From an optimization exercise on the open Yosys and OpenROAD flow, aimed at small area, a short achievable clock period and few clock cycles per item; shortcuts taken in it are not production practice.
RTL that was checked went through simulation tests only; none was proved equivalent to the original.

Setup of harbor:
==> flow/design.v (excerpt) <==
module cvn_top #(
	parameter int SAMPLE_WIDTH = 24
) (
	input  logic                    clk,
	input  logic                    arst_n,
	input  logic                    psel,
	input  logic                    penable,
	input  logic                    pwrite,
	input  logic [1:0]              paddr,
	input  logic [31:0]             pwdata,
	output logic [31:0]             prdata,
	output logic                    pready,
	input  logic                    cmd_valid,
	output logic                    cmd_ready,
	input  logic [1:0]              cmd_opcode,
	input  logic [SAMPLE_WIDTH-1:0] cmd_re,
	input  logic [SAMPLE_WIDTH-1:0] cmd_im,
	output logic                    rsp_valid,
	input  logic                    rsp_ready,
	output logic                    rsp_kind,
	output logic [SAMPLE_WIDTH-1:0] rsp_re,
	output logic [SAMPLE_WIDTH-1:0] rsp_im,
	output logic [31:0]             rsp_norm,
	output logic                    rsp_zero,
	output logic                    rsp_sat
);
==> flow/config.mk <==
export PLATFORM = sky130hd
export DESIGN_NAME = cvn_top
export DESIGN_NICKNAME = cvn_top
export VERILOG_FILES = /design/flow/design.v
export SDC_FILE = /design/flow/constraint.sdc
export NUM_CORES = 4
export LEC_CHECK = 0
export ABC_CLOCK_PERIOD_IN_PS = 5000
export CAP_MARGIN = 20
export CORE_MARGIN = 2
export CORE_UTILIZATION = 40
export PLACE_DENSITY = 0.6
export SLEW_MARGIN = 20
==> flow/constraint.sdc <==
create_clock -name core_clock -period 11.0 [get_ports {clk}]
set_input_delay 2.2000 -clock core_clock [delete_from_list [all_inputs] [get_ports {clk}]]
set_output_delay 2.2000 -clock core_clock [all_outputs]
set_load 0.01 [all_outputs]
standard.sh (not shown) runs the stock make flow with config.mk's settings and CLKGATE_MAP_FILE= SYNTH_SCRIPT=/design/flow/synth_recipe.tcl, a recipe that flattens the netlist after the stock synthesis.
==> flow/flow/run.sh <==
#!/bin/bash
set -euo pipefail
MARGIN=$(cat flow/margin.txt)
bash standard.sh SETUP_SLACK_MARGIN="$MARGIN" finish > flow_make.log 2>&1
==> flow/flow/margin.txt <==
5.6
harbor | stages: all done | timing, DRC, antenna: all pass
Inputs modified between harbor and violet:
==> flow/flow/margin.txt <==
5.3
## What came out
violet against harbor: share of the final layout cell area in multi-input gates rose 0.35 points, worst path buffer plus inverter count went down 2, global-route wire length before repair now smaller, fraction of final layout cells with drive strength greater than 1 -1.8 points. Density: violet sparser than harbor. On clock-buffer cell count: between harbor and violet, it ends up lower for harbor.
Edits applied to the flow inputs when going from violet to amber:
==> flow/flow/margin.txt <==
6.0
## What came out
Time the final worst path needs with I/O delays and setup improves in amber relative to violet. Cell area | amber vs violet | amber larger. Summary of the comparison: normalized max-slew margin is lower in amber, relative to violet. Between violet and amber, the flow reports met3 wire length increasing by a few percent. From violet to amber, sequential fraction of the synthesis area did not move at all.
Function was not checked in any run of this note: the RTL went through the layout flow alone.

cvn_top, a different RTL version from the one above (not shown whole).
For scale: ~6300 cells after synthesis, ~440 flip-flops, roughly 210 I/O pins.
Settings: LEC_CHECK=0, ABC_CLOCK_PERIOD_IN_PS=5000, CAP_MARGIN=20, CORE_MARGIN=2, CORE_UTILIZATION=40, PLACE_DENSITY=0.6, SETUP_SLACK_MARGIN=4, SLEW_MARGIN=20; clock period 11.0 ns.
run.sh (not shown) runs the stock make flow with config.mk's settings and CLKGATE_MAP_FILE= SYNTH_SCRIPT=/design/flow/synth_recipe.tcl, a recipe that flattens the netlist after the stock synthesis.
Stock flow here: none of the scripts above is used.
Testbench counts at the start, summed over its fixed seeds: cycles 13,135, items 5,556.
Next try:
--- a/flow/config.mk
+++ b/flow/config.mk
@@ -6,9 +6,9 @@
 export NUM_CORES = 4
 export LEC_CHECK = 0
-export ABC_CLOCK_PERIOD_IN_PS = 5000
+export ABC_CLOCK_PERIOD_IN_PS = 4000
 export CAP_MARGIN = 20
 export CORE_MARGIN = 2
 export CORE_UTILIZATION = 40
 export PLACE_DENSITY = 0.6
-export SETUP_SLACK_MARGIN = 4
+export SETUP_SLACK_MARGIN = 5
 export SLEW_MARGIN = 20
Final cell count rises by a few percent.
Wire length goes up slightly.
Clock skew climbs by 0.0049 ns.
First-iteration DRC count decreases by a little under a tenth.
Clock-buffer cell count went up by 10.

JK:
cvn_top, a different RTL version from the one above (not shown whole).
For scale: ~6100 cells after synthesis, ~440 flip-flops, roughly 210 I/O pins, about 0.053 mm² of cells after synthesis.
export LEC_CHECK = 0
export ABC_CLOCK_PERIOD_IN_PS = 5000
export CAP_MARGIN = 20
export CORE_MARGIN = 2
export CORE_UTILIZATION = 40
export PLACE_DENSITY = 0.6
export SETUP_SLACK_MARGIN = 4
export SLEW_MARGIN = 20
create_clock -name core_clock -period 11.0 [get_ports {clk}]
Modified inputs, AL compared to JK
Settings: SETUP_SLACK_MARGIN no longer set, was 4; ABC_CLOCK_PERIOD_IN_PS no longer set, was 5000.
Findings:
AL vs JK on total track usage: AL is the lower one.
Setup slack: AL less than JK
Looking at worst setup path startpoint, the sum_q[32] result is from JK; the state_q[8] one comes from AL.
Delta (AL minus JK): footprint of the multi-input gates fell about 3.5%, design area fell 5.4%, number of multi-input combinational cells in the layout about even, aggregate routed wire length fell 4.9%, worst setup slack after placement fell 0.82 ns.
Function was not checked in any run of this note: the RTL went through the layout flow alone.

cvn_top, a different RTL version from the one above (not shown whole).
Size in the first run: roughly 210 I/O pins, about 0.059 mm² of cells after synthesis.
==> flow/design.v (excerpt) <==
module cvn_top #(
	parameter int SAMPLE_WIDTH = 24
) (
	input  logic                    clk,
	input  logic                    arst_n,
	input  logic                    psel,
	input  logic                    penable,
	input  logic                    pwrite,
	input  logic [1:0]              paddr,
	input  logic [31:0]             pwdata,
	output logic [31:0]             prdata,
	output logic                    pready,
	input  logic                    cmd_valid,
	output logic                    cmd_ready,
	input  logic [1:0]              cmd_opcode,
	input  logic [SAMPLE_WIDTH-1:0] cmd_re,
	input  logic [SAMPLE_WIDTH-1:0] cmd_im,
	output logic                    rsp_valid,
	input  logic                    rsp_ready,
	output logic                    rsp_kind,
	output logic [SAMPLE_WIDTH-1:0] rsp_re,
	output logic [SAMPLE_WIDTH-1:0] rsp_im,
	output logic [31:0]             rsp_norm,
	output logic                    rsp_zero,
	output logic                    rsp_sat
);
make LEC_CHECK=0 ABC_CLOCK_PERIOD_IN_PS=5000 CAP_MARGIN=20 CORE_MARGIN=2 CORE_UTILIZATION=40 PLACE_DENSITY=0.6 SETUP_SLACK_MARGIN=5 SLEW_MARGIN=20 finish   # period 11.0 ns
Testbench counts at the start, summed over its fixed seeds: cycles 12,328, items 5,556.
Change:
==> flow/flow/run.sh (new file) <==
#!/bin/bash
set -euo pipefail
MARGIN=$(cat flow/margin.txt)
bash standard.sh SETUP_SLACK_MARGIN="$MARGIN" finish > flow_make.log 2>&1
==> flow/flow/margin.txt (new file) <==
5.6
==> flow/standard.sh (new file) <==
#!/bin/bash
# synth_recipe.tcl (not shown) runs the flow's synth.tcl, then flattens the netlist and writes it again
# the make line also repeats each setting of config.mk as NAME=value (left out here)
make -C /OpenROAD-flow-scripts/flow DESIGN_CONFIG=/design/flow/config.mk WORK_HOME=/design/flow/orfs CLKGATE_MAP_FILE= SYNTH_SCRIPT=/design/flow/synth_recipe.tcl "${@:-finish}"
SETUP_SLACK_MARGIN = default   (was 5)
removed: flow/run.sh
Outcome: Final area rises by 2.9%; first-iteration DRC count came out higher by 11%; global-route usage drops by 0.26 points; sequential cell count stays the same; critical path depth is higher by 2; fmax goes up by 9.3%; routed wire length went up by 1.1%; area after synthesis stays the same.

Another version of the RTL of cvn_top (not shown whole).
Size in the first run: about 6700 cells after synthesis.
clock: 11.0 ns
lec_check: 0
abc_clock_period_in_ps: 5000
cap_margin: 20
core_margin: 2
core_utilization: 40
place_density: 0.6
slew_margin: 20
standard.sh (not shown) runs the stock make flow with config.mk's settings and CLKGATE_MAP_FILE= SYNTH_SCRIPT=/design/flow/synth_recipe.tcl, a recipe that flattens the netlist after the stock synthesis.
==> flow/flow/run.sh <==
#!/bin/bash
set -euo pipefail
MARGIN=$(cat flow/margin.txt)
bash standard.sh SETUP_SLACK_MARGIN="$MARGIN" finish > flow_make.log 2>&1
==> flow/flow/margin.txt <==
5.8
The first run went through all stages and came out clean.
Testbench counts at the start, summed over its fixed seeds: cycles 12,343, items 5,556.
Next try:
==> flow/flow/margin.txt (replaced) <==
5.6
Effect: Worst hold slack degrades by 26 ps; critical path depth goes down by 3; cell count goes down by 1.3%; routed wire length goes down by 0.94%.
Next try:
==> flow/flow/margin.txt (replaced) <==
5.4
=>
- The changed run produced a clean layout
- final area decreases by 0.87%
- area after synthesis does not change

## re-timing with driven ports
How much do the figures lean on ideal ports? The routed layouts below were timed once more, with nothing changed but the port constraints. Step 1, drivers: a clkbuf_16 drives clk and a buf_2 each remaining input, both assumed. Step 2 times the ports against the registers' clock, not the clock port: input delays grow and output delays shrink by t, the midpoint of the rising clock arrivals with the driver on. a / b / c = ideal / step 1 / step 2; a / b = the first two.
run	t (ns)	setup WS [ns]	cell pins on the clock port's net
harbor	0.792	5.589 / 5.589 / 5.210	1
violet	0.796	5.279 / 5.279 / 5.223	1
amber	0.809	5.815 / 5.815 / 5.358	1
the first run of note 2	0.760	3.798 / 3.798 / 3.798	1
the second run of note 2	0.754	3.900 / 3.900 / 3.900	1
JK	0.712	3.930 / 3.930 / 3.930	1
AL	0.718	1.574 / 1.574 / 1.574	1
the first run of note 4	0.765	5.070 / 5.070 / 5.070	1
the second run of note 4	0.768	5.573 / 5.573 / 5.488	1
the first run of note 5	0.764	5.674 / 5.674 / 5.311	1
the second run of note 5	0.776	5.573 / 5.573 / 5.439	1
the third run of note 5	0.764	5.430 / 5.430 / 5.302	1
After both steps every run listed still meets setup and hold. For amber, which loses most, drivers alone change the setup slack by 0.000 ns; drivers and shift together by -0.457 ns.
